From an optimization exercise on the open Yosys and OpenROAD flow, aimed at small area, a short achievable clock period and few clock cycles per item; shortcuts taken in it are not production practice.
Only simulation tests tie the RTL to the original design; equivalence was not proved.
Power and IR drop assume default switching activity.

`config.mk`:
```
export PLATFORM = sky130hd
export DESIGN_NAME = mips_core_top
export DESIGN_NICKNAME = mips_core_top
export VERILOG_FILES = /design/flow/design.v
export SDC_FILE = /design/flow/constraint.sdc
export NUM_CORES = 4
export LEC_CHECK = 0
export CAP_MARGIN = 20
export CORE_MARGIN = 2
export CORE_UTILIZATION = 40
export CTS_CLUSTER_DIAMETER = 80
export CTS_CLUSTER_SIZE = 30
export SETUP_SLACK_MARGIN = 4.0
export SLEW_MARGIN = 20
export TNS_END_PERCENT = 5
```
`constraint.sdc`:
```
create_clock -name core_clock -period 7.0 [get_ports {clk}]
set_input_delay 1.4000 -clock core_clock [delete_from_list [all_inputs] [get_ports {clk}]]
set_output_delay 1.4000 -clock core_clock [all_outputs]
set_load 0.01 [all_outputs]
```
`design.v`:
```
`default_nettype none
package mips_isa_pkg;
  localparam int unsigned OPCODE_W  = 6;
  localparam int unsigned REG_IDX_W = 5;
  localparam int unsigned SHAMT_W   = 5;
  localparam int unsigned FUNCT_W   = 6;
  localparam int unsigned IMM_W     = 16;
  typedef logic [REG_IDX_W-1:0] reg_idx_t;
  typedef enum logic [OPCODE_W-1:0] {
    OP_RTYPE = 6'h00,
    OP_ADDI  = 6'h08,
    OP_LW    = 6'h23,
    OP_SW    = 6'h2b
  } opcode_t;
  typedef enum logic [FUNCT_W-1:0] {
    FN_ADD = 6'h20,
    FN_SUB = 6'h22,
    FN_AND = 6'h24,
    FN_OR  = 6'h25,
    FN_SLT = 6'h2a
  } funct_t;
  typedef struct packed {
    opcode_t            opcode;
    reg_idx_t           rs;
    reg_idx_t           rt;
    reg_idx_t           rd;
    logic [SHAMT_W-1:0] shamt;   
    funct_t             funct;
  } instr_r_t;
  typedef struct packed {
    opcode_t          opcode;
    reg_idx_t         rs;
    reg_idx_t         rt;
    logic [IMM_W-1:0] imm16;
  } instr_i_t;
  typedef union packed {
    instr_r_t r;
    instr_i_t i;
  } instr_t;
endpackage
`default_nettype wire
`default_nettype none
package mips_core_pkg;
  localparam int unsigned XLEN = 32;   
  typedef logic [XLEN-1:0] word_t;
  typedef enum logic [1:0] {
    ALU_OP_ADD   = 2'b00,   
    ALU_OP_SUB   = 2'b01,
    ALU_OP_FUNCT = 2'b10    
  } alu_op_t;
  typedef enum logic [2:0] {
    ALU_AND = 3'b000,
    ALU_OR  = 3'b001,
    ALU_ADD = 3'b010,
    ALU_SUB = 3'b110,
    ALU_SLT = 3'b111
  } alu_ctrl_t;
  typedef enum logic [1:0] {
    FWD_REG   = 2'b00,   
    FWD_EXMEM = 2'b01,   
    FWD_MEMWB = 2'b10    
  } fwd_sel_t;
endpackage
`default_nettype wire
`default_nettype none
module mips_core_top
#(
  parameter int unsigned IMEM_AW = 8,
  parameter int unsigned DMEM_AW = 6
) (
  input  wire logic          clk,
  input  wire logic          rst_n_i,
  input  wire mips_isa_pkg::instr_t        imem_data_i,
  output logic [IMEM_AW-1:0] imem_addr_o,
  output logic               wb_en_o,
  output mips_isa_pkg::reg_idx_t           wb_reg_o,
  output mips_core_pkg::word_t              wb_data_o
);
  logic        stall;      
  logic        ex_wr_q, ex_ld_q, ex_st_q;
  logic [4:0]  ex_d_q;
  logic        mem_wr_q, mem_ld_q, mem_st_q;
  logic [4:0]  mem_d_q;
  logic [31:0] r1_q;       
  logic [31:0] r2_q;       
  logic        wb_v_q;
  logic [4:0]  wb_d_q;
  logic [IMEM_AW-1:0] pc_q;
  logic [31:0]        ir_q;
  logic               ir_v_q;
  logic [31:1]        rs_oh_q, rt_oh_q;    
  logic               byp_s_q, byp_t_q;    
  always_ff @(posedge clk or negedge rst_n_i) begin
    if (!rst_n_i) begin
      pc_q   <= '0;
      ir_v_q <= 1'b0;
    end else if (!stall) begin
      pc_q   <= pc_q + 1'b1;
      ir_v_q <= 1'b1;
    end
  end
  always_ff @(posedge clk) begin
    if (!stall) begin
      ir_q <= imem_data_i;
      for (int i = 1; i < 32; i++) begin
        rs_oh_q[i] <= (imem_data_i[25:21] == 5'(i));
        rt_oh_q[i] <= (imem_data_i[20:16] == 5'(i));
      end
    end
  end
  always_ff @(posedge clk) begin
    if (!stall) begin
      byp_s_q <= mem_wr_q && (mem_d_q == imem_data_i[25:21]);
      byp_t_q <= mem_wr_q && (mem_d_q == imem_data_i[20:16]);
    end else begin
      byp_s_q <= mem_wr_q && (mem_d_q == ir_q[25:21]);
      byp_t_q <= mem_wr_q && (mem_d_q == ir_q[20:16]);
    end
  end
  assign imem_addr_o = pc_q;
  logic [5:0]  op;
  logic [4:0]  rs, rt, rd;
  logic [5:0]  fn;
  logic [15:0] imm;
  assign op  = ir_q[31:26];
  assign rs  = ir_q[25:21];
  assign rt  = ir_q[20:16];
  assign rd  = ir_q[15:11];
  assign fn  = ir_q[5:0];
  assign imm = ir_q[15:0];
  logic is_r, is_addi, is_lw, is_sw;
  assign is_r    = (op == 6'h00);
  assign is_addi = (op == 6'h08);
  assign is_lw   = (op == 6'h23);
  assign is_sw   = (op == 6'h2b);
  logic [4:0] id_dest;
  logic       id_wr;
  assign id_dest = is_r ? rd : rt;
  assign id_wr   = ir_v_q && (is_r || is_addi || is_lw) && (id_dest != 5'd0);
  logic [5:0] nx_op;
  logic [4:0] nx_rs, nx_rt;
  assign nx_op = imem_data_i[31:26];
  assign nx_rs = imem_data_i[25:21];
  assign nx_rt = imem_data_i[20:16];
  always_ff @(posedge clk or negedge rst_n_i) begin
    if (!rst_n_i) stall <= 1'b0;
    else          stall <= !stall && ir_v_q && is_lw && id_wr &&
                           ((id_dest == nx_rs) || ((nx_op == 6'h00) && (id_dest == nx_rt)));
  end
  logic [31:0] rf_q [1:31];
  logic [31:0] rd_s, rd_t, rf_rs, rf_rt;
  always_comb begin
    rd_s = '0;
    rd_t = '0;
    for (int i = 1; i < 32; i++) begin
      rd_s = rd_s | ({32{rs_oh_q[i]}} & rf_q[i]);
      rd_t = rd_t | ({32{rt_oh_q[i]}} & rf_q[i]);
    end
    rf_rs = byp_s_q ? r2_q : rd_s;
    rf_rt = byp_t_q ? r2_q : rd_t;
  end
  always_ff @(posedge clk) begin
    for (int i = 1; i < 32; i++)
      if (wb_v_q && (wb_d_q == 5'(i))) rf_q[i] <= r2_q;
  end
  logic        ex_sub_q, ex_add_q, ex_and_q, ex_or_q, ex_slt_q;
  logic        ex_sa1_q, ex_sa2_q, ex_sa0_q;    
  logic        ex_sb1_q, ex_sb2_q, ex_sb0_q;    
  logic [31:0] ex_a_q, ex_b_q, ex_i_q;
  logic        id_sub, id_and, id_or, id_slt, id_fa1, id_fa2, id_fb1, id_fb2;
  assign id_sub = is_r && (fn == 6'h22);
  assign id_and = is_r && (fn == 6'h24);
  assign id_or  = is_r && (fn == 6'h25);
  assign id_slt = is_r && (fn == 6'h2a);
  assign id_fa1 = ex_wr_q && (ex_d_q == rs);
  assign id_fa2 = mem_wr_q && (mem_d_q == rs) && !id_fa1;
  assign id_fb1 = ex_wr_q && (ex_d_q == rt);
  assign id_fb2 = mem_wr_q && (mem_d_q == rt) && !id_fb1;
  always_ff @(posedge clk or negedge rst_n_i) begin
    if (!rst_n_i) begin
      ex_wr_q <= 1'b0;
      ex_st_q <= 1'b0;
      ex_ld_q <= 1'b0;
    end else begin
      ex_wr_q <= id_wr && !stall;
      ex_st_q <= ir_v_q && is_sw && !stall;
      ex_ld_q <= ir_v_q && is_lw && !stall;
    end
  end
  always_ff @(posedge clk) begin
    ex_sub_q <= id_sub || id_slt;
    ex_add_q <= !id_sub && !id_and && !id_or && !id_slt;
    ex_and_q <= id_and;
    ex_or_q  <= id_or;
    ex_slt_q <= id_slt;
    ex_sa1_q <= id_fa1;
    ex_sa2_q <= id_fa2;
    ex_sa0_q <= !id_fa1 && !id_fa2;
    ex_sb1_q <= is_r && id_fb1;
    ex_sb2_q <= is_r && id_fb2;
    ex_sb0_q <= !(is_r && (id_fb1 || id_fb2));
    ex_d_q   <= id_dest;
    ex_a_q   <= rf_rs;
    ex_b_q   <= is_r ? rf_rt : {{16{imm[15]}}, imm};
    ex_i_q   <= rf_rt;        
  end
  logic ex_si1_q, ex_si2_q, ex_si3_q;
  always_ff @(posedge clk) begin
    ex_si1_q <= id_fb1;
    ex_si2_q <= id_fb2;
  end
  logic [31:0] a, b, bx, sum, alu, sdat;
  logic        slt;
  assign a    = ({32{ex_sa1_q}} & r1_q) | ({32{ex_sa2_q}} & r2_q) | ({32{ex_sa0_q}} & ex_a_q);
  assign b    = ({32{ex_sb1_q}} & r1_q) | ({32{ex_sb2_q}} & r2_q) | ({32{ex_sb0_q}} & ex_b_q);
  assign bx   = ex_sub_q ? ~b : b;
  logic [31:0] pg [0:5];
  logic [31:0] gg [0:5];
  logic [31:0] cy;
  always_comb begin
    pg[0] = a ^ bx;
    gg[0] = a & bx;
    gg[0][0] = gg[0][0] | (pg[0][0] & ex_sub_q);
    for (int l = 0; l < 5; l++) begin
      for (int i = 0; i < 32; i++) begin
        if (i >= (1 << l)) begin
          gg[l+1][i] = gg[l][i] | (pg[l][i] & gg[l][i - (1 << l)]);
          pg[l+1][i] = pg[l][i] & pg[l][i - (1 << l)];
        end else begin
          gg[l+1][i] = gg[l][i];
          pg[l+1][i] = pg[l][i];
        end
      end
    end
    cy = {gg[5][30:0], ex_sub_q};
  end
  assign sum  = pg[0] ^ cy;
  assign slt  = (a[31] ^ b[31]) ? a[31] : sum[31];
  assign alu = ({32{ex_add_q || ex_sub_q && !ex_slt_q}} & sum)
             | ({32{ex_and_q}} & (a & b))
             | ({32{ex_or_q}}  & (a | b))
             | {31'd0, ex_slt_q & slt};
  assign sdat = ex_si1_q ? r1_q : ex_si2_q ? r2_q : ex_i_q;
  logic [31:0] mem_sd_q;
  logic        mem_sf_q;    
  always_ff @(posedge clk or negedge rst_n_i) begin
    if (!rst_n_i) begin
      mem_wr_q <= 1'b0;
      mem_ld_q <= 1'b0;
      mem_st_q <= 1'b0;
    end else begin
      mem_wr_q <= ex_wr_q;
      mem_ld_q <= ex_ld_q;
      mem_st_q <= ex_st_q;
    end
  end
  logic [63:0] wl_q;
  always_ff @(posedge clk) begin
    for (int k = 0; k < 64; k++)
      wl_q[k] <= (ex_ld_q || ex_st_q) && (sum[7:2] == 6'(k));
  end
  always_ff @(posedge clk) begin
    mem_d_q  <= ex_d_q;
    r1_q     <= alu;
    mem_sd_q <= sdat;
    mem_sf_q <= ex_st_q && mem_ld_q && mem_wr_q && ex_si1_q;
  end
  logic [31:0] dmem_q [64];
  logic [31:0] ld, mres, sd;
  always_comb begin
    ld = '0;
    for (int k = 0; k < 64; k++)
      ld = ld | ({32{wl_q[k]}} & dmem_q[k]);
  end
  assign mres = ld | ({32{!mem_ld_q}} & r1_q);
  assign sd   = mem_sf_q ? r2_q : mem_sd_q;
  always_ff @(posedge clk) begin
    for (int k = 0; k < 64; k++)
      if (mem_st_q && wl_q[k]) dmem_q[k] <= sd;
  end
  logic [31:0] wbo_data_q;
  logic [4:0]  wbo_reg_q;
  always_ff @(posedge clk or negedge rst_n_i) begin
    if (!rst_n_i) wb_v_q <= 1'b0;
    else          wb_v_q <= mem_wr_q;
  end
  always_ff @(posedge clk) begin
    wb_d_q <= mem_d_q;
    r2_q   <= mres;
  end
  always_ff @(posedge clk or negedge rst_n_i) begin
    if (!rst_n_i) begin
      wbo_data_q <= '0;
      wbo_reg_q  <= '0;
    end else begin
      wbo_data_q <= mres;
      wbo_reg_q  <= mem_d_q;
    end
  end
  assign wb_en_o   = wb_v_q;
  assign wb_reg_o  = wbo_reg_q;
  assign wb_data_o = wbo_data_q;
endmodule
`default_nettype wire
```
`run.sh`:
```
#!/bin/bash
# synth_recipe.tcl (not shown) runs the flow's synth.tcl, then flattens the netlist and writes it again
# the make line also repeats each setting of config.mk as NAME=value (left out here)
make -C /OpenROAD-flow-scripts/flow DESIGN_CONFIG=/design/flow/config.mk WORK_HOME=/design/flow/orfs CLKGATE_MAP_FILE= SYNTH_SCRIPT=/design/flow/synth_recipe.tcl finish
```
==> impl_metrics.yaml, run 1 <==
sta:
  drv_slew: 0
  worst_slew_pin_slew_ps: 1460
  rsz0062_at_grt: "yes"
  setup_viol: 0
  timing.final.crit_share: 0.534
  final_hold_viol_count: 0
  fin_setup_tns_ps: 0
  skew_ps: 130
  finalCriticalPeriod_ps: 3740
  max_freq_mhz: 268
  slew_headroom: 0.0267
setup_path:
  critical_path_class: "reg2reg"
  worstPathCellList: "buf_4 > and2_2 > buf_4"
  path_buf_inv: 2
  start_kind: "flip-flop"
  crit_family: "buffers and inverters"
  endpoint_kind: "flip-flop"
  slowest_delay_ps: 970
  reg2reg_to: "dmem_q[0][16]$_DFFE_PP_"
  cp_common_cell: "buf_4"
  cp.required_ps: 7500
  r2r_start: "wl_q[0]$_DFF_P_"
  worst-path-max-fanout: 20
  arrival_ps: 4240
  reg2reg_depth: 3
  rrSetupSlack_ps: 3260
  cpMaxStageDelayCell: "dfxtp_2"
synth:
  synth-seq-area-share: 0.777
  synth_flop_cell: "edfxtp_1"
  syn_nets: 7825
  synth.most_common_cell: "edfxtp_1"
  yosysWarningCount: 5
  syn_inst: 7757
  synthSimpleGateAreaFrac: 0.0432
  synth-edff-count: 3134
  syn_area_sq_um: 130000
  ys_top_cells_by_area: "edfxtp_1 (72%), a22oi_1 (4.9%), dfxtp_1 (4.4%)"
  yosysTopAreaCell: "edfxtp_1"
  synthAdderAreaFrac: 0.00332
  synth-xor-area-share: 0.00712
  ys_ff_latch: 3475
  netlist.area_leader.share: 0.723
  synth_top_family_by_area: "compound AO/OA/AOI/OAI gates"
  synthTopCellsByCount: "edfxtp_1 (3,134), a22oi_1 (858), a221oi_1 (564), a22o_1 (562), clkbuf_1 (429)"
  syn_avg_cell_area_sq_um: 16.8
  ys_async_sr_fraction: 0.0155
  yosys-mux-area-fraction: 0.00585
  synth_compound_area_frac: 0.146
  yosysUniqueCellTypes: 64
clock_tree:
  cts_tree: "yes"
  cts.path.max_buffers: 4
  clock_sinks: 3475
  cts-root-buf: "clkbuf_16"
  worstSkewPairLatency_ps: 960
  clk_pin_slew_ps: 110
  htree_levels: 4
  hold_buffers: 0
  cts_buffers: 159
placed_design:
  io_buffers: 79
  place_area_sq_um: 138000
  dp_hpwl_mm: 328
  routabilityCongestion: 0.960
  dp.cells: 12000
detailed_routing:
  drc: 0
  dr.first_iter.drc_count: 21500
  wl_per_cell_microns: 47.8
  drt_first_pass_iters: 11
  drt_wl_total_mm: 597
  viasPerCell: 7.44
  drtAntennaViolNets: 0
  vias: 92900
floorplanning:
  initial_core_util: 0.402
  die_h_microns: 575
  die_w_microns: 575
  ios: 80
  fp-row-count: 209
  core_area_sq_um: 324000
  die_area_sq_um: 330000
global_routing:
  grt_pass1_vias: 86000
  grt.total_usage: 0.349
  use_met3: 0.134
  gr-max-usage-layer: "met2"
  gr-total-overflow: 0
  grt_max_degree: 72
  grt_pass1_wl_mm: 778
  use_met2: 0.507
  antenna_found_initial: 49
  use_met1: 0.424
layout:
  regMostFlops: "dmem_q"
  fin_util: 0.447
  final_area_sq_um: 145000
  final_cells: 12500
  syn_to_final_growth_pct: 11.3
  layout-drive-gt1-share: 0.128
  fin_nets: 8078
  largest_reg_flops: 2048
  largestRegisters: "dmem_q: 2048 flops, rf_q: 992 flops, wl_q: 64 flops"
power:
  power_w: 0.0412
  ir_drop_mv: 0.179
  p_leak_nw: 45.9
  p_per_area_nw_per_um2: 285
outcome:
  status: "no timing/DRC/antenna violations"
min_path:
  holdPathStages: 0
  worstHoldStart: "ex_d_q[0]$_DFF_P_"
  min_to: "mem_d_q[0]$_DFF_P_"
  worstHoldPathType: "reg2reg"
run:
  drv_cap: 0
[report_power, final]
| part | internal, W | switching, W | leakage, nW |
|---|---|---|---|
| Combinational | 0.00109 | 0.00336 | 11.5 |
| Sequential | 0.0242 | 0.000793 | 31.9 |
| Clock | 0.00468 | 0.00706 | 2.50 |
| Total | 0.0300 | 0.0112 | 45.9 |
[per-stage QoR]
stage	setup slack [ps]	hold slack, ps
2_1_floorplan	3760	341
3_3_place_gp	2740	386
3_5_place_dp	2750	385
4_1_cts	3470	399
5_1_grt	3380	405
6_report	3260	397
[layout make-up]
cell class              instances  area [sq um]
multi-input cells            3707         27700
well taps                    4325          5410
diodes                         36          90.1
flip-flops and latches       3475        101000
clock inverters                74          1010
fillers                     28000        179000
repair buffers                587          4830
clock buffers                 196          4170
inverters                      80           304
[worst max path at each step]
| stage | to | startpoint | cells past startpoint |
|---|---|---|---|
| global placement | r1_q[30]$_DFF_P_ | r2_q[4]$_DFF_P_ | 12 |
| detailed placement | r1_q[30]$_DFF_P_ | ex_sb2_q$_DFF_P_ | 14 |
| CTS | wb_data_o[9] | wbo_data_q[9]$_DFF_PN0_ | 1 |
| global route | r1_q[30]$_DFF_P_ | ex_sb0_q$_DFF_P_ | 13 |
| floorplan | r1_q[25]$_DFF_P_ | ex_sb1_q$_DFF_P_ | 14 |
| finish | dmem_q[0][16]$_DFFE_PP_ | wl_q[0]$_DFF_P_ | 3 |
[kinds of logic (layout without fill, tap and decap cells)]
| kind of cell | count (synthesis) | count (layout) |
|---|---|---|
| XOR/XNOR | 105 | 105 |
| adder cells (fa/ha/maj) | 34 | 34 |
| multiplexers | 72 | 72 |
| flip-flops | 3475 | 3475 |
| buffers and inverters | 577 | 937 |
| other | 0 | 36 |
| AO/OA/AOI/OAI | 2397 | 2397 |
| AND/OR/NAND/NOR | 1097 | 1099 |
[cell usage in the layout (no fill, tap or decap), types with 51 or more instances in the layout]
master and n:
nor3_1 90, xnor2_1 59, o21ai_0 66, buf_4 485, clkbuf_16 161, dfxtp_2 69, a221oi_1 563, a222oi_1 92
clkdlybuf4s50_1 75, nand3_1 139, nand4_1 302, inv_1 78, dfxtp_1 201, a22oi_1 857, nor2_1 188, and2_2 62
edfxtp_1 3134, a21oi_1 150, dfrtp_1 51, nand2_1 162, a22o_1 562
[layer usage]
layer / vias up / share of wire
li1: 33000 / -
met1: 46500 / 0.32
met2: 10400 / 0.42
met3: 2888 / 0.17
met4: 61 / 0.093
met5: - / 0.0010
[timing repair]
action                     CTS  global route
pin swaps                   61            42
cloned                       4             1
setup endpoints to repair  416           434
setup buffers               96            27
resized for setup           97            45
Testbench counts, summed over its fixed seeds: cycles 19,426, instrs 18,432.
==> run 2, diff against run 1 <==
--- a/design.v
+++ b/design.v
@@ -78,3 +78,3 @@
 );
-  logic        stall;      
+  logic        hold;       
   logic        ex_wr_q, ex_ld_q, ex_st_q;
@@ -96,24 +96,17 @@
       ir_v_q <= 1'b0;
-    end else if (!stall) begin
-      pc_q   <= pc_q + 1'b1;
-      ir_v_q <= 1'b1;
-    end
-  end
-  always_ff @(posedge clk) begin
-    if (!stall) begin
-      ir_q <= imem_data_i;
-      for (int i = 1; i < 32; i++) begin
-        rs_oh_q[i] <= (imem_data_i[25:21] == 5'(i));
-        rt_oh_q[i] <= (imem_data_i[20:16] == 5'(i));
-      end
-    end
-  end
-  always_ff @(posedge clk) begin
-    if (!stall) begin
-      byp_s_q <= mem_wr_q && (mem_d_q == imem_data_i[25:21]);
-      byp_t_q <= mem_wr_q && (mem_d_q == imem_data_i[20:16]);
     end else begin
-      byp_s_q <= mem_wr_q && (mem_d_q == ir_q[25:21]);
-      byp_t_q <= mem_wr_q && (mem_d_q == ir_q[20:16]);
-    end
+      if (!hold) pc_q <= pc_q + 1'b1;
+      ir_v_q <= !hold;
+    end
+  end
+  always_ff @(posedge clk) begin
+    ir_q <= imem_data_i;
+    for (int i = 1; i < 32; i++) begin
+      rs_oh_q[i] <= (imem_data_i[25:21] == 5'(i));
+      rt_oh_q[i] <= (imem_data_i[20:16] == 5'(i));
+    end
+  end
+  always_ff @(posedge clk) begin
+    byp_s_q <= mem_wr_q && (mem_d_q == imem_data_i[25:21]);
+    byp_t_q <= mem_wr_q && (mem_d_q == imem_data_i[20:16]);
   end
@@ -144,7 +137,4 @@
   assign nx_rt = imem_data_i[20:16];
-  always_ff @(posedge clk or negedge rst_n_i) begin
-    if (!rst_n_i) stall <= 1'b0;
-    else          stall <= !stall && ir_v_q && is_lw && id_wr &&
-                           ((id_dest == nx_rs) || ((nx_op == 6'h00) && (id_dest == nx_rt)));
-  end
+  assign hold  = is_lw && id_wr &&
+                 ((id_dest == nx_rs) || ((nx_op == 6'h00) && (id_dest == nx_rt)));
   logic [31:0] rf_q [1:31];
@@ -184,5 +174,5 @@
     end else begin
-      ex_wr_q <= id_wr && !stall;
-      ex_st_q <= ir_v_q && is_sw && !stall;
-      ex_ld_q <= ir_v_q && is_lw && !stall;
+      ex_wr_q <= id_wr;
+      ex_st_q <= ir_v_q && is_sw;
+      ex_ld_q <= ir_v_q && is_lw;
     end
@@ -256,6 +246,8 @@
   end
-  logic [63:0] wl_q;
-  always_ff @(posedge clk) begin
-    for (int k = 0; k < 64; k++)
-      wl_q[k] <= (ex_ld_q || ex_st_q) && (sum[7:2] == 6'(k));
+  logic [63:0] wl_q, ws_q;
+  always_ff @(posedge clk) begin
+    for (int k = 0; k < 64; k++) begin
+      wl_q[k] <= ex_ld_q && (sum[7:2] == 6'(k));
+      ws_q[k] <= ex_st_q && (sum[7:2] == 6'(k));
+    end
   end
@@ -278,6 +270,4 @@
     for (int k = 0; k < 64; k++)
-      if (mem_st_q && wl_q[k]) dmem_q[k] <= sd;
-  end
-  logic [31:0] wbo_data_q;
-  logic [4:0]  wbo_reg_q;
+      if (ws_q[k]) dmem_q[k] <= sd;
+  end
   always_ff @(posedge clk or negedge rst_n_i) begin
@@ -290,14 +280,5 @@
   end
-  always_ff @(posedge clk or negedge rst_n_i) begin
-    if (!rst_n_i) begin
-      wbo_data_q <= '0;
-      wbo_reg_q  <= '0;
-    end else begin
-      wbo_data_q <= mres;
-      wbo_reg_q  <= mem_d_q;
-    end
-  end
   assign wb_en_o   = wb_v_q;
-  assign wb_reg_o  = wbo_reg_q;
-  assign wb_data_o = wbo_data_q;
+  assign wb_reg_o  = wb_d_q;
+  assign wb_data_o = r2_q;
 endmodule
==> run 2 against run 1 <==
  * Critical path depth grew 7
  * Sequential power is essentially flat
  * Largest cell class unchanged
  * Maximum frequency shrank 3.0%
  * Sequential cell count grew 25
  * First-iteration DRC count shrank 1.9%
  * Still clean
  * Clock power shrank 4%
  * Non-clock buffer count shrank 106
  * Critical endpoint is now wl_q[31]$_DFF_P_
  * Count of clock-buffer cells in the layout grew 17
  * Global-route usage shrank 0.21 points
  * Sequential share of layout area grew 0.65 points
  * Total power shrank 2.2%
  * Setup slack lost 110 ps
==> impl_metrics.yaml, run 2 <==
synth:
  yosysUniqueCellTypes: 62
  synthTopCellsByCount: "edfxtp_1 (3,040), a22oi_1 (872), a221oi_1 (556), a22o_1 (556), dfxtp_1 (445)"
  yosys-mux-area-fraction: 0.00566
  synth-edff-count: 3040
  synth_compound_area_frac: 0.147
  syn_area_sq_um: 129000
  syn_avg_cell_area_sq_um: 16.6
  yosysWarningCount: 5
  synth_top_family_by_area: "compound AO/OA/AOI/OAI gates"
  yosysTopAreaCell: "edfxtp_1"
  synth-seq-area-share: 0.777
  syn_inst: 7770
  syn_nets: 7838
  netlist.area_leader.share: 0.706
  ys_top_cells_by_area: "edfxtp_1 (71%), dfxtp_1 (6.9%), a22oi_1 (5.1%)"
  ys_ff_latch: 3500
  synth.most_common_cell: "edfxtp_1"
  synthSimpleGateAreaFrac: 0.0433
  synth_flop_cell: "edfxtp_1"
  synthAdderAreaFrac: 0.00335
  ys_async_sr_fraction: 0.00429
  synth-xor-area-share: 0.00684
clock_tree:
  cts_tree: "yes"
  cts_buffers: 151
  clk_pin_slew_ps: 120
  cts.path.max_buffers: 4
  worstSkewPairLatency_ps: 930
  clock_sinks: 3500
  cts-root-buf: "clkbuf_16"
  htree_levels: 4
detailed_routing:
  dr.first_iter.drc_count: 21100
  drt_first_pass_iters: 9
  drt_wl_total_mm: 587
  wl_per_cell_microns: 47.5
  vias: 92300
  viasPerCell: 7.47
  drtAntennaViolNets: 0
  drc: 0
placed_design:
  io_buffers: 79
  dp.cells: 12000
  dp_hpwl_mm: 321
  routabilityCongestion: 0.949
setup_path:
  worstPathCellList: "buf_8 > a222oi_1 > xnor2_1 > ha_2 > buf_6 > buf_4 > xor2_1 > nor2b_1 > nand2_1 > nor2_1"
  start_kind: "flip-flop"
  worst-path-max-fanout: 8
  critical_path_class: "reg2reg"
  endpoint_kind: "flip-flop"
  arrival_ps: 4700
  cpMaxStageDelayCell: "xor2_1"
  cp.required_ps: 7850
  path_buf_inv: 3
  slowest_delay_ps: 1030
  crit_family: "XOR/XNOR gates"
floorplanning:
  die_area_sq_um: 328000
  fp-row-count: 208
  die_h_microns: 573
  die_w_microns: 573
  ios: 80
  initial_core_util: 0.402
  core_area_sq_um: 321000
layout:
  ff_latch_area_sq_um: 101000
  largest_reg_flops: 2048
  mostFrequentLayoutCells: "edfxtp_1 (3,040), a22oi_1 (872), a22o_1 (556), a221oi_1 (556), buf_4 (367)"
  fillers: 27800
  largestRegisters: "dmem_q: 2048 flops, rf_q: 992 flops"
  layout_commonest_cell: "edfxtp_1"
  syn_to_final_growth_pct: 10.5
  multi_input_area_sq_um: 27500
  layout-drive-gt1-share: 0.119
  final_cells: 12400
  fin_nets: 7998
  regMostFlops: "dmem_q"
sta:
  max_freq_mhz: 260
  setup_viol: 0
  timing.final.crit_share: 0.550
  drv_slew: 0
  final_hold_viol_count: 0
  worst_slew_pin_slew_ps: 1360
  skew_ps: 96.5
  rsz0062_at_grt: "yes"
  finalCriticalPeriod_ps: 3850
  fin_setup_tns_ps: 0
  holdWs_ps: 402
  slew_headroom: 0.0885
power:
  p_leak_nw: 44.8
  ir_drop_mv: 0.302
  p_per_area_nw_per_um2: 282
global_routing:
  grt_pass1_vias: 84100
  use_met2: 0.511
  use_met1: 0.431
  use_met3: 0.122
  grt_max_degree: 66
  gr-max-usage-layer: "met2"
  grt_pass1_wl_mm: 763
  grt.total_usage: 0.347
  antenna_found_initial: 23
  gr-total-overflow: 0
outcome:
  status: "no timing/DRC/antenna violations"
run:
  drv_cap: 0
min_path:
  worstHoldPathType: "reg2reg"
## run 2: changes by cell type after synthesis, sizes merged, moves of 8 or more
cell,change
nand4,+12
buf,+14
nor2,+66
dfrtp,-39
edfxtp,-94
clkbuf,-36
dfxtp,+158
a22oi,+14
a221oi,-8
and2,-60
## run 2: power by group
| part | switching (W) | internal [W] |
|---|---|---|
| clock | 0.00663 | 0.00454 |
| sequential | 0.000591 | 0.0242 |
| combinational | 0.00331 | 0.00105 |
| total | 0.0105 | 0.0298 |
## run 2: cells by family (layout without fill, tap and decap cells)
family | Yosys count | after routing
flip-flops | 3500 | 3500
AO/OA/AOI/OAI | 2397 | 2397
AND/OR/NAND/NOR | 1115 | 1116
buffers and inverters | 554 | 808
XOR/XNOR | 101 | 101
multiplexers | 69 | 69
adder cells (fa/ha/maj) | 34 | 34
other | 0 | 31
## run 2: layout make-up
type / instances / share of cell area
clock buffer: 213 / 0.0296
multi-input combinational: 3717 / 0.192
clock inverter: 35 / 0.00305
tap: 4305 / 0.0377
sequential: 3500 / 0.706
timing repair buffer: 481 / 0.0284
antenna: 31 / 0.000543
inverter: 79 / 0.00207
## run 2: routing by layer
layer / wire (microns) / share of wire
met3: 98000 / 0.17
met4: 52000 / 0.089
met5: 263 / 0.00045
met1: 190000 / 0.32
met2: 246000 / 0.42
## run 2: path summary, 6_finish.rpt
check | from | to | slack [ps] | depth (start not counted)
setup / recovery | ex_sb1_q$_DFF_P_ | wl_q[31]$_DFF_P_ | 3150 | 10
hold / removal | ex_d_q[1]$_DFF_P_ | mem_d_q[1]$_DFF_P_ | 400 | 0
setup reg to reg | ex_sb1_q$_DFF_P_ | wl_q[31]$_DFF_P_ | 3150 | 10
hold reg to reg | ex_d_q[1]$_DFF_P_ | mem_d_q[1]$_DFF_P_ | 400 | 0
max in group asynchronous | rst_n_i | wb_v_q$_DFF_PN0_ | 5530 | 1
min in group asynchronous | rst_n_i | ir_v_q$_DFF_PN0_ | 930 | 1
## run 2: through the flow
stage	utilization	worst slack [ps]	power, W	area (sq um)
final	0.445	3150	0.0403	143000
after floorplan	-	3470	0.0267	129000
after global routing	0.445	3030	0.0409	143000
after detailed placement	0.426	2500	0.0290	137000
after global placement	0.426	2540	0.0289	137000
after CTS	0.443	3240	0.0397	142000
## run 2: what timing repair did
item	in CTS	in global routing
gates cloned	1	0
hold buffers	0	0
gates resized for setup	85	59
pin swaps	25	25
endpoints found under the setup margin	246	247
buffers inserted	36	32
Testbench counts of run 2, summed over its fixed seeds: cycles 19,426, instrs 18,432.
==> run 3, diff against run 2 <==
--- a/design.v
+++ b/design.v
@@ -246,8 +246,30 @@
   end
-  logic [63:0] wl_q, ws_q;
-  always_ff @(posedge clk) begin
+  logic [7:0]  ap, ag;
+  logic        c2;
+  logic [1:0]  m2;         
+  logic [3:0]  mi [3:7];   
+  logic [63:0] wsel;
+  logic [63:0] wl_q;
+  assign ap = a[7:0] ^ ex_b_q[7:0];
+  assign ag = a[7:0] & ex_b_q[7:0];
+  assign c2 = ag[1] | (ap[1] & ag[0]);
+  assign m2[0] = (c2 == ap[2]);
+  assign m2[1] = (c2 != ap[2]);
+  always_comb begin
+    for (int i = 3; i < 8; i++) begin
+      for (int kk = 0; kk < 4; kk++) begin
+        mi[i][kk] = ((ag[i-1] | (ap[i-1] & !kk[0])) == (ap[i] ^ kk[1]));
+      end
+    end
+  end
+  always_comb begin
     for (int k = 0; k < 64; k++) begin
-      wl_q[k] <= ex_ld_q && (sum[7:2] == 6'(k));
-      ws_q[k] <= ex_st_q && (sum[7:2] == 6'(k));
-    end
+      wsel[k] = m2[k & 1];
+      for (int i = 3; i < 8; i++)
+        wsel[k] = wsel[k] & mi[i][((k >> (i - 2)) & 1) * 2 + ((k >> (i - 3)) & 1)];
+    end
+  end
+  always_ff @(posedge clk) begin
+    for (int k = 0; k < 64; k++)
+      wl_q[k] <= (ex_ld_q || ex_st_q) && wsel[k];
   end
@@ -270,3 +292,3 @@
     for (int k = 0; k < 64; k++)
-      if (ws_q[k]) dmem_q[k] <= sd;
+      if (mem_st_q && wl_q[k]) dmem_q[k] <= sd;
   end
--- a/config.mk
+++ b/config.mk
@@ -10,4 +10,4 @@
 export CORE_UTILIZATION = 40
-export CTS_CLUSTER_DIAMETER = 80
-export CTS_CLUSTER_SIZE = 30
+export CTS_CLUSTER_DIAMETER = 60
+export CTS_CLUSTER_SIZE = 24
 export SETUP_SLACK_MARGIN = 4.0
==> run 3 against run 2 <==
  * Still clean on timing, DRC and antenna
  * Total power up 7.7%
  * Sequential cell count fell by 63
  * Setup slack improved by 310 ps
  * Worst hold slack lost 8.1 ps
  * Sequential share of layout area down 2.6 points
  * First-iteration DRC count up 2.5%
  * Maximum frequency up 8.7%
  * Die area decreased by 0.48%
  * Critical path depth fell by 7
  * Clock power up 18%
==> impl_metrics.yaml, run 3 <==
synth:
  syn_nets: 7863
  yosysUniqueCellTypes: 61
  ys_ff_latch: 3437
  synth-edff-count: 3040
  ys_async_sr_fraction: 0.00466
  synth-seq-area-share: 0.771
  netlist.area_leader.share: 0.709
  synth.most_common_cell: "edfxtp_1"
  syn_inst: 7784
  syn_avg_cell_area_sq_um: 16.5
  ys_top_cells_by_area: "edfxtp_1 (71%), dfxtp_1 (5.9%), a22oi_1 (5.0%)"
  yosysTopAreaCell: "edfxtp_1"
  yosysWarningCount: 6
  syn_area_sq_um: 129000
  synthTopCellsByCount: "edfxtp_1 (3,040), a22oi_1 (854), a221oi_1 (566), a22o_1 (565), clkbuf_1 (429)"
  synth_flop_cell: "edfxtp_1"
min_path:
  holdPathStages: 0
  worstHoldPathType: "reg2reg"
  worstHoldStart: "ex_d_q[3]$_DFF_P_"
  min_to: "mem_d_q[3]$_DFF_P_"
clock_tree:
  cts-root-buf: "clkbuf_16"
  worstSkewPairLatency_ps: 950
  cts_tree: "yes"
  cts_buffers: 197
  clk_pin_slew_ps: 100
  cts.path.max_buffers: 4
  htree_levels: 4
  clock_sinks: 3437
power:
  ir_drop_mv: 0.249
  p_per_area_nw_per_um2: 296
  p_leak_nw: 46.8
sta:
  setup_viol: 0
  fin_setup_tns_ps: 0
  finalCriticalPeriod_ps: 3540
  timing.final.crit_share: 0.506
  setup_ws_ps: 3460
  final_hold_viol_count: 0
  slew_headroom: 0.118
  drv_slew: 0
  rsz0062_at_grt: "yes"
  worst_slew_pin_slew_ps: 1310
  max_freq_mhz: 282
  skew_ps: 67.8
floorplanning:
  core_area_sq_um: 321000
  ios: 80
  die_area_sq_um: 326000
  die_h_microns: 571
  initial_core_util: 0.402
  die_w_microns: 571
  fp-row-count: 208
setup_path:
  worst-path-max-fanout: 20
  cp.required_ps: 7520
  reg2reg_depth: 3
  reg2reg_to: "dmem_q[46][7]$_DFFE_PP_"
  rrSetupSlack_ps: 3460
  arrival_ps: 4060
  endpoint_kind: "flip-flop"
  r2r_start: "wl_q[46]$_DFF_P_"
  start_kind: "flip-flop"
  critical_path_class: "reg2reg"
placed_design:
  io_buffers: 79
  dp.cells: 12000
  place_area_sq_um: 136000
  dp_hpwl_mm: 319
  routabilityCongestion: 0.951
  dp_worst_setup_slack_ps: 2850
detailed_routing:
  drtAntennaViolNets: 0
  viasPerCell: 7.44
  dr.first_iter.drc_count: 21700
  drc: 0
  drt_wl_total_mm: 600
  drt_first_pass_iters: 11
  vias: 94100
  wl_per_cell_microns: 47.4
global_routing:
  grt.total_usage: 0.356
  grt_max_degree: 65
  grt_pass1_wl_mm: 781
  gr-total-overflow: 0
  antenna_found_initial: 46
  grt_pass1_vias: 86100
layout:
  mostFrequentLayoutCells: "edfxtp_1 (3,040), a22oi_1 (850), a221oi_1 (566), a22o_1 (565), buf_4 (511)"
  syn_to_final_growth_pct: 13.9
  multi_input_area_sq_um: 28300
  regMostFlops: "dmem_q"
  final_area_sq_um: 147000
  final_cells: 12700
  layout_commonest_cell: "edfxtp_1"
  fillers: 27600
  fin_nets: 8251
  largestRegisters: "dmem_q: 2048 flops, rf_q: 992 flops, wl_q: 64 flops"
  layout-drive-gt1-share: 0.162
  largest_reg_flops: 2048
  ff_latch_area_sq_um: 99700
run:
  drv_cap: 0
outcome:
  status: "no timing/DRC/antenna violations"
## run 3: cell count changes after synthesis, sizes merged, moves of 18 or more
cell,delta
and2,+61
clkbuf,+36
nor2,-55
nand2,+19
dfxtp,-64
a22oi,-18
## run 3: worst max-delay path by stage
stage	startpoint	end	slack [ps]
after floorplan	ex_sa1_q$_DFF_P_	r1_q[30]$_DFF_P_	3890
after global routing	ex_sb1_q$_DFF_P_	r1_q[31]$_DFF_P_	3540
final	wl_q[46]$_DFF_P_	dmem_q[46][7]$_DFFE_PP_	3460
after detailed placement	ex_sub_q$_DFF_P_	r1_q[30]$_DFF_P_	2850
after global placement	ex_sub_q$_DFF_P_	r1_q[30]$_DFF_P_	2780
after CTS	wb_d_q[2]$_DFF_P_	wb_reg_o[2]	3640
## run 3: repair_timing
| action | in CTS | in global routing |
|---|---|---|
| hold buffers | 0 | 0 |
| pin swaps | 76 | 67 |
| gates resized for setup | 383 | 99 |
| hold endpoints to repair | 0 | 0 |
| cloned | 18 | 1 |
| buffers inserted | 231 | 27 |
| setup endpoints to repair | 882 | 892 |
## run 3: cell families after synthesis
group | synth area share
adder cells (fa/ha/maj) | 0.00443
AO/OA/AOI/OAI | 0.148
XOR/XNOR | 0.00837
buffers and inverters | 0.0168
multiplexers | 0.00582
AND/OR/NAND/NOR | 0.0448
flip-flops | 0.771
## run 3: area by class of cell
class,count,area share
antenna,33,0.000563
clock buffer,242,0.0358
clock inverter,102,0.00799
inverter,80,0.00206
multi-input combinational,3772,0.193
sequential,3437,0.680
tap,4305,0.0367
timing repair buffer,684,0.0439
## run 3: worst max-delay path: stages (launching register included)
cell	delay, ps
dfxtp_2	880
buf_4	710
and2_2	720
buf_4	720
## run 3: power by group
part	leakage [nW]	internal, W	total (W)	switching, W
registers	31.0	0.0239	0.0244	0.000520
clock network	3.13	0.00593	0.0132	0.00723
logic	12.7	0.00191	0.00589	0.00399
## run 3: layer usage
metal | global-route usage | vias up | routed length [microns]
met5 | 0 | - | 267
met3 | 0.158 | 2919 | 111000
met2 | 0.509 | 10800 | 246000
met4 | 0.230 | 32 | 50900
li1 | - | 33400 | -
met1 | 0.438 | 47000 | 193000
## run 3: per-stage QoR
stage / util / power [W] / hold slack (ps)
after floorplan: - / 0.0264 / 329
after global routing: 0.457 / 0.0441 / 402
after CTS: 0.455 / 0.0428 / 396
final: 0.457 / 0.0435 / 394
after global placement: 0.425 / 0.0286 / 370
after detailed placement: 0.425 / 0.0287 / 379
Testbench counts of run 3, summed over its fixed seeds: cycles 19,426, instrs 18,432.
==> run 4, diff against run 3 <==
--- a/design.v
+++ b/design.v
@@ -158,3 +158,4 @@
   logic        ex_sb1_q, ex_sb2_q, ex_sb0_q;    
-  logic [31:0] ex_a_q, ex_b_q, ex_i_q;
+  logic [31:0] ex_a_q, ex_b_q;
+  logic [7:0]  ex_imm_q;      
   logic        id_sub, id_and, id_or, id_slt, id_fa1, id_fa2, id_fb1, id_fb2;
@@ -188,14 +189,9 @@
     ex_sa0_q <= !id_fa1 && !id_fa2;
-    ex_sb1_q <= is_r && id_fb1;
-    ex_sb2_q <= is_r && id_fb2;
-    ex_sb0_q <= !(is_r && (id_fb1 || id_fb2));
+    ex_sb1_q <= (is_r || is_sw) && id_fb1;
+    ex_sb2_q <= (is_r || is_sw) && id_fb2;
+    ex_sb0_q <= !((is_r || is_sw) && (id_fb1 || id_fb2));
     ex_d_q   <= id_dest;
     ex_a_q   <= rf_rs;
-    ex_b_q   <= is_r ? rf_rt : {{16{imm[15]}}, imm};
-    ex_i_q   <= rf_rt;        
-  end
-  logic ex_si1_q, ex_si2_q, ex_si3_q;
-  always_ff @(posedge clk) begin
-    ex_si1_q <= id_fb1;
-    ex_si2_q <= id_fb2;
+    ex_b_q   <= (is_r || is_sw) ? rf_rt : {{16{imm[15]}}, imm};
+    ex_imm_q <= imm[7:0];
   end
@@ -232,3 +228,3 @@
              | {31'd0, ex_slt_q & slt};
-  assign sdat = ex_si1_q ? r1_q : ex_si2_q ? r2_q : ex_i_q;
+  assign sdat = b;
   logic [31:0] mem_sd_q;
@@ -252,4 +248,4 @@
   logic [63:0] wl_q;
-  assign ap = a[7:0] ^ ex_b_q[7:0];
-  assign ag = a[7:0] & ex_b_q[7:0];
+  assign ap = a[7:0] ^ ex_imm_q;
+  assign ag = a[7:0] & ex_imm_q;
   assign c2 = ag[1] | (ap[1] & ag[0]);
@@ -279,3 +275,3 @@
     mem_sd_q <= sdat;
-    mem_sf_q <= ex_st_q && mem_ld_q && mem_wr_q && ex_si1_q;
+    mem_sf_q <= ex_st_q && mem_ld_q && mem_wr_q && ex_sb1_q;
   end
==> run 4 against run 3 <==
  * Non-clock buffer count down 64
  * Critical endpoint is now r1_q[30]$_DFF_P_
  * Combinational power down 12%
  * Sequential power is 2% lower
  * Critical path type unchanged
  * Clock skew down 12 ps
  * The layout now fails its checks (antenna rules)
==> impl_metrics.yaml, run 4 <==
min_path:
  worstHoldPathType: "reg2reg"
  min_to: "ex_imm_q[7]$_DFF_P_"
  holdPathStages: 0
  worstHoldStart: "ir_q[7]$_DFF_P_"
clock_tree:
  clock_sinks: 3411
  cts.path.max_buffers: 4
  clk_pin_slew_ps: 90
  cts_buffers: 194
  cts-root-buf: "clkbuf_16"
  htree_levels: 4
  cts_tree: "yes"
  worstSkewPairLatency_ps: 960
power:
  p_per_area_nw_per_um2: 289
  power_w: 0.0419
  ir_drop_mv: 0.252
  p_leak_nw: 46.0
synth:
  synthTopCellsByCount: "edfxtp_1 (3,040), a22oi_1 (880), a221oi_1 (565), a22o_1 (561), clkbuf_1 (398)"
  yosysWarningCount: 6
  synthAdderAreaFrac: 0.00447
  synth_top_family_by_area: "compound AO/OA/AOI/OAI gates"
  synth-seq-area-share: 0.774
  synthSimpleGateAreaFrac: 0.0458
  syn_nets: 7743
  netlist.area_leader.share: 0.715
  ys_async_sr_fraction: 0.00469
  syn_inst: 7664
  synth-xor-area-share: 0.00789
  synth_flop_cell: "edfxtp_1"
  yosys-mux-area-fraction: 0.00374
  synth-edff-count: 3040
  synth.most_common_cell: "edfxtp_1"
  syn_area_sq_um: 128000
  ys_ff_latch: 3411
  synth_compound_area_frac: 0.148
  yosysTopAreaCell: "edfxtp_1"
  ys_top_cells_by_area: "edfxtp_1 (72%), dfxtp_1 (5.6%), a22oi_1 (5.2%)"
  syn_avg_cell_area_sq_um: 16.7
  yosysUniqueCellTypes: 66
layout:
  fillers: 27000
  largest_reg_flops: 2048
  mostFrequentLayoutCells: "edfxtp_1 (3,040), a22oi_1 (880), a221oi_1 (562), a22o_1 (561), buf_4 (442)"
  largestRegisters: "dmem_q: 2048 flops, rf_q: 992 flops, wl_q: 64 flops"
  layout-drive-gt1-share: 0.154
  syn_to_final_growth_pct: 13.5
  fin_nets: 8085
  final_area_sq_um: 145000
  regMostFlops: "dmem_q"
  layout_commonest_cell: "edfxtp_1"
placed_design:
  routabilityCongestion: 0.921
  dp_hpwl_mm: 313
  io_buffers: 79
  place_area_sq_um: 135000
outcome:
  violations: "antenna rules"
  status: "complete, but fails checks"
setup_path:
  reg2reg_depth: 14
  worstPathCellList: "buf_12 > a222oi_1 > nand2b_1 > a21boi_4 > fa_2 > a211oi_2 > o21ai_2 > o2111ai_4 > a211oi_2 > o41ai_2 > buf_4 > a21oi_2 > or4b_4 > nand3_2"
  cp.required_ps: 7880
  reg2reg_to: "r1_q[30]$_DFF_P_"
  slowest_delay_ps: 490
  arrival_ps: 4510
  worst-path-max-fanout: 3
  start_kind: "flip-flop"
  cpMaxStageDelayCell: "or4b_4"
  cp_common_cell: "a211oi_2"
  critical_path_class: "reg2reg"
  rrSetupSlack_ps: 3370
  r2r_start: "ex_sa1_q$_DFF_P_"
  endpoint_kind: "flip-flop"
global_routing:
  grt_pass1_vias: 84900
  gr-total-overflow: 0
  grt_pass1_wl_mm: 771
  antenna_found_initial: 57
  grt.total_usage: 0.353
  grt_max_degree: 65
detailed_routing:
  drc: 0
  dr.first_iter.drc_count: 22000
  vias: 93300
  drtAntennaViolNets: 1
  viasPerCell: 7.55
  drt_first_pass_iters: 8
  drt_wl_total_mm: 594
  wl_per_cell_microns: 48.0
floorplanning:
  die_h_microns: 569
  fp-row-count: 207
  initial_core_util: 0.402
  die_w_microns: 569
  die_area_sq_um: 324000
  core_area_sq_um: 318000
  ios: 80
sta:
  timing.final.crit_share: 0.519
  worst_slew_pin_slew_ps: 1380
  drv_slew: 0
  finalCriticalPeriod_ps: 3630
  rsz0062_at_grt: "yes"
  max_freq_mhz: 275
  slew_headroom: 0.0818
  final_hold_viol_count: 0
  fin_setup_tns_ps: 0
  setup_viol: 0
  skew_ps: 56.2
run:
  drv_cap: 0
run 4: layer usage:
metal,GRT usage,share of wire,vias to the layer above
met5,0.00535,0.0010,-
met4,0.221,0.084,64
met2,0.506,0.41,11000
met3,0.151,0.18,2920
met1,0.439,0.32,46500
li1,-,-,32800
run 4: metrics by stage:
step                 util  std cells  hold WS [ps]  setup slack, ps
detailed placement  0.425      11800           343             2880
CTS                 0.453      12300           360             3480
floorplan               -       7664           329             3640
finish              0.456      12400           361             3370
global placement    0.425      11800           353             2880
global route        0.456      12300           362             3260
run 4: how the worst max path moves through the flow:
stage,startpoint,slack (ps),end
finish,ex_sa1_q$_DFF_P_,3370,r1_q[30]$_DFF_P_
global placement,imem_data_i[19],2880,pc_q[1]$_DFFE_PN0N_
detailed placement,imem_data_i[17],2880,pc_q[1]$_DFFE_PN0N_
global route,ex_sa1_q$_DFF_P_,3260,r1_q[30]$_DFF_P_
CTS,r2_q[30]$_DFF_P_,3480,wb_data_o[30]
floorplan,ex_sb1_q$_DFF_P_,3640,r1_q[20]$_DFF_P_
run 4: report_power, final:
part	switching, W	internal [W]
clock	0.00716	0.00575
combinational	0.00329	0.00192
sequential	0.000494	0.0233
total	0.0109	0.0309
run 4: critical path: cells and delay by family, from the launching register on:
family / cells / cell delay [ps]
DFF: 1 / 360
adders and majority gates: 1 / 380
buffers and inverters: 2 / 300
and+or+nand+nor: 3 / 720
AOI/OAI and AO/OA: 8 / 1810
run 4: cells by family after synthesis:
kind of cell    after synthesis
flops                      3411
compound gates             2371
simple gates               1133
buf+inv                     547
xor+xnor                    115
fa+ha+maj                    45
mux                          42
run 4: layout make-up:
class	instances	area (sq um)	area share
sequential	3411	99200	0.685
multi-input combinational	3706	27700	0.191
timing repair buffer	620	6140	0.0424
clock buffer	248	5260	0.0363
tap	4180	5230	0.0361
clock inverter	88	960	0.00663
inverter	73	279	0.00193
antenna	41	103	0.000708
run 4: what timing repair did:
item                       CTS  global route
pin swaps                   46            43
setup endpoints to repair  821           840
gates resized for setup    368           114
hold endpoints to repair     0             0
buffers inserted           141            42
cloned                      22             4
hold buffers                 0             0
Testbench counts of run 4, summed over its fixed seeds: cycles 19,426, instrs 18,432.
==> run 5, diff against run 4 <==
--- a/design.v
+++ b/design.v
@@ -81,3 +81,3 @@
   logic [4:0]  ex_d_q;
-  logic        mem_wr_q, mem_ld_q, mem_st_q;
+  logic        mem_wr_q, mem_ld_q;
   logic [4:0]  mem_d_q;
@@ -235,3 +235,2 @@
       mem_ld_q <= 1'b0;
-      mem_st_q <= 1'b0;
     end else begin
@@ -239,3 +238,2 @@
       mem_ld_q <= ex_ld_q;
-      mem_st_q <= ex_st_q;
     end
@@ -247,3 +245,4 @@
   logic [63:0] wsel;
-  logic [63:0] wl_q;
+  logic [63:0] wl_q;       
+  logic [63:0] ws_q;       
   assign ap = a[7:0] ^ ex_imm_q;
@@ -268,4 +267,6 @@
   always_ff @(posedge clk) begin
-    for (int k = 0; k < 64; k++)
-      wl_q[k] <= (ex_ld_q || ex_st_q) && wsel[k];
+    for (int k = 0; k < 64; k++) begin
+      wl_q[k] <= ex_ld_q && wsel[k];
+      ws_q[k] <= ex_st_q && wsel[k];
+    end
   end
@@ -288,3 +289,3 @@
     for (int k = 0; k < 64; k++)
-      if (mem_st_q && wl_q[k]) dmem_q[k] <= sd;
+      if (ws_q[k]) dmem_q[k] <= sd;
   end
==> flow/run.sh (new file) <==
#!/bin/bash
# Own flow: the standard ORFS flow (standard.sh, all steps unchanged)
# with two additions:
#  - the port buffers are buf_4 cells (the default pick is a slow delay cell)
#  - after global routing, one more setup repair over every endpoint below
#    the margin (post_grt.tcl), then legalization and incremental routing
# The make output goes to standard.log; ORFS keeps each step's log under
# orfs/logs.
set -euo pipefail
here=$(cd "$(dirname "$0")" && pwd)
export BUFFER_PORTS_ARGS="-buffer_cell sky130_fd_sc_hd__buf_4"
export POST_GLOBAL_ROUTE_TCL="$here/post_grt.tcl"
export EXTRA_SETUP_MARGIN=3.8
export EXTRA_TNS=100
bash standard.sh > standard.log 2>&1
==> flow/post_grt.tcl (new file) <==
# own flow: after global routing, a second setup repair over every endpoint
# below the margin, then legalize and update the global routes
puts "own flow: extra setup repair after global route, margin $::env(EXTRA_SETUP_MARGIN)"
estimate_parasitics -global_routing
report_worst_slack
global_route -start_incremental
repair_timing -setup -setup_margin $::env(EXTRA_SETUP_MARGIN) -repair_tns $::env(EXTRA_TNS) -verbose
detailed_placement
global_route -end_incremental
estimate_parasitics -global_routing
report_worst_slack
==> standard.sh (new file) <==
#!/bin/bash
# synth_recipe.tcl (not shown) runs the flow's synth.tcl, then flattens the netlist and writes it again
# the make line also repeats each setting of config.mk as NAME=value (left out here)
make -C /OpenROAD-flow-scripts/flow DESIGN_CONFIG=/design/flow/config.mk WORK_HOME=/design/flow/orfs CLKGATE_MAP_FILE= SYNTH_SCRIPT=/design/flow/synth_recipe.tcl "${@:-finish}"
removed: run.sh
==> run 5 against run 4 <==
  * The run now finishes clean
  * Total power is 1.8% lower
  * Synthesized cell count rose by 1.0%
  * Sequential power grew 2%
  * Maximum frequency rose by 8.3%
  * Clock power about the same
  * Final cell count up 0.95%
  * Routed wire length is 0.59% lower
==> impl_metrics.yaml, run 5 <==
layout:
  layout_commonest_cell: "edfxtp_1"
  regMostFlops: "dmem_q"
  layout-drive-gt1-share: 0.149
  largestRegisters: "dmem_q: 2048 flops, rf_q: 992 flops"
  syn_to_final_growth_pct: 12.3
  mostFrequentLayoutCells: "edfxtp_1 (3,040), a22oi_1 (869), a22o_1 (564), a221oi_1 (563), buf_4 (469)"
  largest_reg_flops: 2048
  fin_nets: 8091
sta:
  final_hold_viol_count: 0
  holdWs_ps: 329
  finalCriticalPeriod_ps: 3350
  setup_viol: 0
  worst_slew_pin_slew_ps: 1360
  max_freq_mhz: 298
  skew_ps: 58.3
  slew_headroom: 0.0882
  fin_setup_tns_ps: 0
  timing.final.crit_share: 0.479
  drv_slew: 0
setup_path:
  cp.required_ps: 7640
  cpMaxStageDelayCell: "nor4_2"
  start_kind: "flip-flop"
  arrival_ps: 3990
  worst-path-max-fanout: 15
  crit_family: "simple AND/OR/NAND/NOR gates"
  endpoint_kind: "flip-flop"
  worstPathCellList: "buf_4 > buf_4 > a221oi_1 > nand4_1 > nor4_2 > nand4_1"
  critical_path_class: "reg2reg"
  path_buf_inv: 2
  slowest_delay_ps: 790
synth:
  yosysUniqueCellTypes: 68
  synth-edff-count: 3040
  yosysTopAreaCell: "edfxtp_1"
  synth_top_family_by_area: "compound AO/OA/AOI/OAI gates"
  syn_avg_cell_area_sq_um: 16.6
  yosys-mux-area-fraction: 0.00337
  synth_compound_area_frac: 0.147
  ys_async_sr_fraction: 0.00432
  syn_area_sq_um: 129000
  synthSimpleGateAreaFrac: 0.0451
  netlist.area_leader.share: 0.709
  synthAdderAreaFrac: 0.00443
  ys_ff_latch: 3474
  synth.most_common_cell: "edfxtp_1"
  ys_top_cells_by_area: "edfxtp_1 (71%), dfxtp_1 (6.5%), a22oi_1 (5.1%)"
  synth-xor-area-share: 0.00768
  synthTopCellsByCount: "edfxtp_1 (3,040), a22oi_1 (878), a221oi_1 (564), a22o_1 (564), dfxtp_1 (419)"
  syn_nets: 7822
  yosysWarningCount: 6
  synth_flop_cell: "edfxtp_1"
  synth-seq-area-share: 0.777
  syn_inst: 7743
global_routing:
  gr-total-overflow: 0
  grt_max_degree: 65
  grt_pass1_wl_mm: 766
  grt_pass1_vias: 84500
  grt.total_usage: 0.349
  antenna_found_initial: 38
detailed_routing:
  viasPerCell: 7.42
  dr.first_iter.drc_count: 21800
  wl_per_cell_microns: 47.3
  vias: 92600
  drtAntennaViolNets: 0
  drt_first_pass_iters: 9
  drt_wl_total_mm: 591
  drc: 0
power:
  ir_drop_mv: 0.251
  p_per_area_nw_per_um2: 285
  p_leak_nw: 45.5
floorplanning:
  fp-row-count: 208
  die_area_sq_um: 327000
  ios: 80
  die_w_microns: 571
  core_area_sq_um: 321000
  die_h_microns: 571
  initial_core_util: 0.401
clock_tree:
  clk_pin_slew_ps: 100
  cts.path.max_buffers: 4
  cts_setup_buffers: 76
  cts-root-buf: "clkbuf_16"
  hold_buffers: 0
  cts_tree: "yes"
  cts.repair.resized: 102
  cts_buffers: 195
  worstSkewPairLatency_ps: 950
  htree_levels: 4
  clock_sinks: 3474
run:
  drv_cap: 0
outcome:
  status: "no timing/DRC/antenna violations"
placed_design:
  routabilityCongestion: 0.945
  io_buffers: 79
  dp_hpwl_mm: 319
min_path:
  worstHoldPathType: "in2async"
==> run 5: cell count changes in the layout (fill, tap and decap cells not counted), sizes merged, moves of 7 or more <==
cell	change
and2	-61
dlymetal6s2s	-12
dfxtp	+64
nand2	+12
buf	-15
diode	-17
nor2	+71
bufbuf	-22
xnor2	-7
inv	-9
clkdlybuf4s50	-35
==> run 5: final timing paths <==
path | slack (ps) | startpoint | depth (start not counted) | endpoint
max | 3650 | wl_q[32]$_DFF_P_ | 6 | r2_q[5]$_DFF_P_
min | 330 | rst_n_i | 1 | ex_wr_q$_DFF_PN0_
max reg2reg | 3650 | wl_q[32]$_DFF_P_ | 6 | r2_q[5]$_DFF_P_
min reg2reg | 400 | ex_d_q[4]$_DFF_P_ | 0 | mem_d_q[4]$_DFF_P_
min in group core_clock | 400 | ex_d_q[4]$_DFF_P_ | 0 | mem_d_q[4]$_DFF_P_
max in group asynchronous | 6460 | rst_n_i | 1 | pc_q[1]$_DFFE_PN0N_
==> run 5: logic make-up (layout without fill, tap and decap cells) <==
logic type / after synthesis / count (layout)
AOI/OAI and AO/OA: 2385 / 2385
adders and majority gates: 45 / 45
buffers and inverters: 525 / 938
muxes: 39 / 39
DFF: 3474 / 3474
and+or+nand+nor: 1162 / 1162
xor gates and xnor gates: 113 / 113
other: 0 / 24
==> run 5: layout make-up <==
class	instances	area, sq um
Antenna cell	24	60.1
Clock buffer	251	5200
Clock inverter	90	946
Fill cell	27500	176000
Inverter	68	263
Multi-Input combinational cell	3744	27700
Sequential cell	3474	100000
Tap cell	4305	5390
Timing Repair Buffer	529	4550
==> run 5: per-layer routing <==
layer | up-vias | global-route usage | wire, microns
met1 | 46500 | 0.430 | 191000
met3 | 2879 | 0.129 | 99900
met4 | 34 | 0.239 | 53400
met2 | 10300 | 0.511 | 246000
met5 | - | 0 | 408
li1 | 33000 | - | -
==> run 5: power breakdown <==
group | internal (W) | total, W | switching (W)
sequential | 0.0236 | 0.0242 | 0.000581
clock | 0.00571 | 0.0129 | 0.00715
combinational | 0.00116 | 0.00411 | 0.00295
==> run 5: stage by stage <==
stage / instances / setup slack (ps) / power, W / utilization / area (sq um)
floorplan: 7743 / 3960 / 0.0259 / - / 129000
global placement: 12000 / 2890 / 0.0279 / 0.425 / 136000
detailed placement: 12000 / 2930 / 0.0279 / 0.425 / 136000
CTS: 12400 / 3700 / 0.0404 / 0.447 / 144000
finish: 12500 / 3650 / 0.0411 / 0.451 / 145000
==> run 5: worst register-to-register path, delay by kind of cell (launching register included) <==
kind	cells	cell delay (ps)
and+or+nand+nor	3	1480
buffers and inverters	2	730
DFF	1	510
AOI/OAI and AO/OA	1	360
Testbench counts of run 5, summed over its fixed seeds: cycles 19,426, instrs 18,432.
==> run 6, diff against run 5 <==
--- a/design.v
+++ b/design.v
@@ -223,3 +223,3 @@
   assign sum  = pg[0] ^ cy;
-  assign slt  = (a[31] ^ b[31]) ? a[31] : sum[31];
+  assign slt  = (a[31] ^ b[31]) ? a[31] : !cy[31];
   assign alu = ({32{ex_add_q || ex_sub_q && !ex_slt_q}} & sum)
==> run 6 against run 5 <==
  * Setup slack lost 97 ps
  * Die area fell by 0.12%
  * Clock power barely moved
  * Still clean
  * Largest power group unchanged
  * Combinational power down 6.8%
  * Synthesized area shrank 0.13%
  * Critical endpoint is now r1_q[0]$_DFF_P_
==> impl_metrics.yaml, run 6 <==
outcome:
  status: "no timing/DRC/antenna violations"
detailed_routing:
  drc: 0
  wl_per_cell_microns: 46.9
  viasPerCell: 7.46
  dr.first_iter.drc_count: 23000
  drt_wl_total_mm: 582
  drt_first_pass_iters: 11
  vias: 92600
  drtAntennaViolNets: 0
clock_tree:
  cts_buffers: 198
  clk_pin_slew_ps: 100
  cts_setup_buffers: 29
  worstSkewPairLatency_ps: 950
  cts.repair.resized: 63
  hold_buffers: 0
  clock_sinks: 3474
  cts_tree: "yes"
  cts.path.max_buffers: 4
  cts-root-buf: "clkbuf_16"
  htree_levels: 4
synth:
  synth_flop_cell: "edfxtp_1"
  synth-seq-area-share: 0.778
  yosysTopAreaCell: "edfxtp_1"
  ys_top_cells_by_area: "edfxtp_1 (71%), dfxtp_1 (6.5%), a22oi_1 (5.1%)"
  yosysUniqueCellTypes: 74
  ys_async_sr_fraction: 0.00432
  synth-edff-count: 3040
  synth.most_common_cell: "edfxtp_1"
  synthTopCellsByCount: "edfxtp_1 (3,040), a22oi_1 (880), a221oi_1 (562), a22o_1 (562), dfxtp_1 (419)"
  yosysWarningCount: 6
  syn_area_sq_um: 129000
  ys_ff_latch: 3474
  netlist.area_leader.share: 0.710
  syn_nets: 7789
  syn_avg_cell_area_sq_um: 16.7
  syn_inst: 7710
power:
  sw_frac_of_total: 0.256
  ir_drop_mv: 0.206
  power.switching_w: 0.0105
  power_w: 0.0410
  p_per_area_nw_per_um2: 284
  clockPowerShare: 0.318
  p_leak_nw: 45.2
  seq_power_share: 0.588
  power.internal_w: 0.0305
  pwr-share-comb: 0.094
sta:
  drv_slew: 0
  fin_setup_tns_ps: 0
  worst_slew_pin_slew_ps: 1340
  setup_ws_ps: 3550
  finalCriticalPeriod_ps: 3450
  slew_headroom: 0.106
  timing.final.crit_share: 0.493
  setup_viol: 0
  max_freq_mhz: 290
  final_hold_viol_count: 0
  holdWs_ps: 349
  skew_ps: 64.5
setup_path:
  worstPathCellList: "buf_12 > a22oi_2 > nand2_2 > xnor2_1 > ha_1 > and4_4 > or3b_4 > a31oi_4 > nor4_4 > o21a_1 > o31ai_4 > a211oi_2 > a21oi_2 > o21ai_1"
  critical_path_class: "reg2reg"
  arrival_ps: 4250
  cp.required_ps: 7800
  cpMaxStageDelayCell: "dfxtp_4"
  endpoint_kind: "flip-flop"
  start_kind: "flip-flop"
  worst-path-max-fanout: 5
  slowest_delay_ps: 410
placed_design:
  dp_hpwl_mm: 304
  routabilityCongestion: 0.934
  dp_worst_setup_slack_ps: 2460
  io_buffers: 79
  dp.cells: 12000
floorplanning:
  initial_core_util: 0.401
  ios: 80
  die_h_microns: 571
  die_w_microns: 571
  die_area_sq_um: 326000
  core_area_sq_um: 321000
  fp-row-count: 208
global_routing:
  grt.total_usage: 0.345
  antenna_found_initial: 35
  gr-total-overflow: 0
  grt_pass1_wl_mm: 756
  grt_pass1_vias: 84000
  grt_max_degree: 65
layout:
  fillers: 27600
  layout-drive-gt1-share: 0.141
  final_cells: 12400
  layout_commonest_cell: "edfxtp_1"
  largest_reg_flops: 2048
  mostFrequentLayoutCells: "edfxtp_1 (3,040), a22oi_1 (869), a22o_1 (562), a221oi_1 (561), buf_4 (408)"
  syn_to_final_growth_pct: 12.0
  regMostFlops: "dmem_q"
  largestRegisters: "dmem_q: 2048 flops, rf_q: 992 flops"
  fin_nets: 8005
min_path:
  worstHoldPathType: "in2async"
run:
  drv_cap: 0
## run 6: cells by family after synthesis
| kind of cell | count (synthesis) | share of synthesized area |
|---|---|---|
| AOI/OAI and AO/OA | 2372 | 0.147 |
| muxes | 40 | 0.00367 |
| xor gates and xnor gates | 121 | 0.00824 |
| and+or+nand+nor | 1130 | 0.0437 |
| adders and majority gates | 45 | 0.00443 |
| DFF | 3474 | 0.778 |
| buffers and inverters | 528 | 0.0154 |
## run 6: metal layers
metal	GRT usage	wire length, microns
met2	0.477	232000
met3	0.145	108000
met4	0.201	45600
met1	0.451	196000
met5	0.00470	530
## run 6: final cells by class
class / instances / area [sq um] / share of cell area
timing repair buffer: 470 / 4180 / 0.0290
multi-input combinational: 3708 / 27400 / 0.190
inverter: 74 / 283 / 0.00196
antenna: 33 / 82.6 / 0.000573
tap: 4305 / 5390 / 0.0374
clock buffer: 250 / 5300 / 0.0367
sequential: 3474 / 100000 / 0.697
clock inverter: 92 / 1030 / 0.00715
## run 6: worst max-delay path, delay by kind of cell, from the launching register on
family,cells,cell delay [ps]
AND/OR/NAND/NOR,4,840
adder cells (fa/ha/maj),1,380
buffers and inverters,1,160
AO/OA/AOI/OAI,7,1410
flip-flops,1,410
XOR/XNOR,1,140
## run 6: worst paths after layout
path / from / endpoint / slack [ps] / cells after the start
hold reg to reg: ir_q[6]$_DFF_P_ / ex_imm_q[6]$_DFF_P_ / 380 / 0
setup / recovery: ex_sb1_q$_DFF_P_ / r1_q[0]$_DFF_P_ / 3550 / 14
min in group core_clock: ir_q[6]$_DFF_P_ / ex_imm_q[6]$_DFF_P_ / 380 / 0
hold / removal: rst_n_i / pc_q[7]$_DFFE_PN0N_ / 350 / 1
setup reg to reg: ex_sb1_q$_DFF_P_ / r1_q[0]$_DFF_P_ / 3550 / 14
max in group asynchronous: rst_n_i / ex_wr_q$_DFF_PN0_ / 6450 / 1
## run 6: power groups by stage
stage	combinational, W	sequential [W]	clock, W
after floorplan	0.00115	0.0247	0
after global placement	0.00323	0.0245	0
after detailed placement	0.00329	0.0245	0
after CTS	0.00337	0.0241	0.0129
final	0.00383	0.0241	0.0130
## run 6: through the flow
stage,util,instance area (sq um)
after floorplan,-,129000
after global placement,0.424,136000
after detailed placement,0.425,136000
after CTS,0.446,143000
final,0.450,144000
Testbench counts of run 6, summed over its fixed seeds: cycles 19,426, instrs 18,432.

[afterwards: timing with drivers on the ports]
In the flow no input, the clock included, has a driving cell. The finished layouts below were timed again as built, in two steps.
Step 1, drivers: a clkbuf_16 drives clk and a buf_2 each remaining input, both assumed.
Step 2 adds t to the input delays and takes it off the output delays; t is the mean of the earliest and latest rising clock arrival at the registers after step 1. Input paths then give back, and output paths get back, about the clock's delay inside the block.
a / b / c = ideal / step 1 / step 2; a / b = the first two.
| run | shift t [ns] | slack for setup (ns) | worst data-port slew with drivers (ns) | cell pins on the clock port's net |
|---|---|---|---|---|
| run 1 | 1.003 | 3.264 / 3.264 / 3.264 | 0.09 | 1 |
| run 2 | 1.003 | 3.149 / 3.108 / 2.955 | 0.07 | 1 |
| run 3 | 1.037 | 3.458 / 3.458 / 3.262 | 0.08 | 1 |
| run 4 | 1.042 | 3.369 / 3.369 / 3.163 | 0.12 | 1 |
| run 5 | 1.037 | 3.647 / 3.647 / 3.349 | 0.11 | 1 |
| run 6 | 1.028 | 3.550 / 3.550 / 3.252 | 0.26 | 1 |
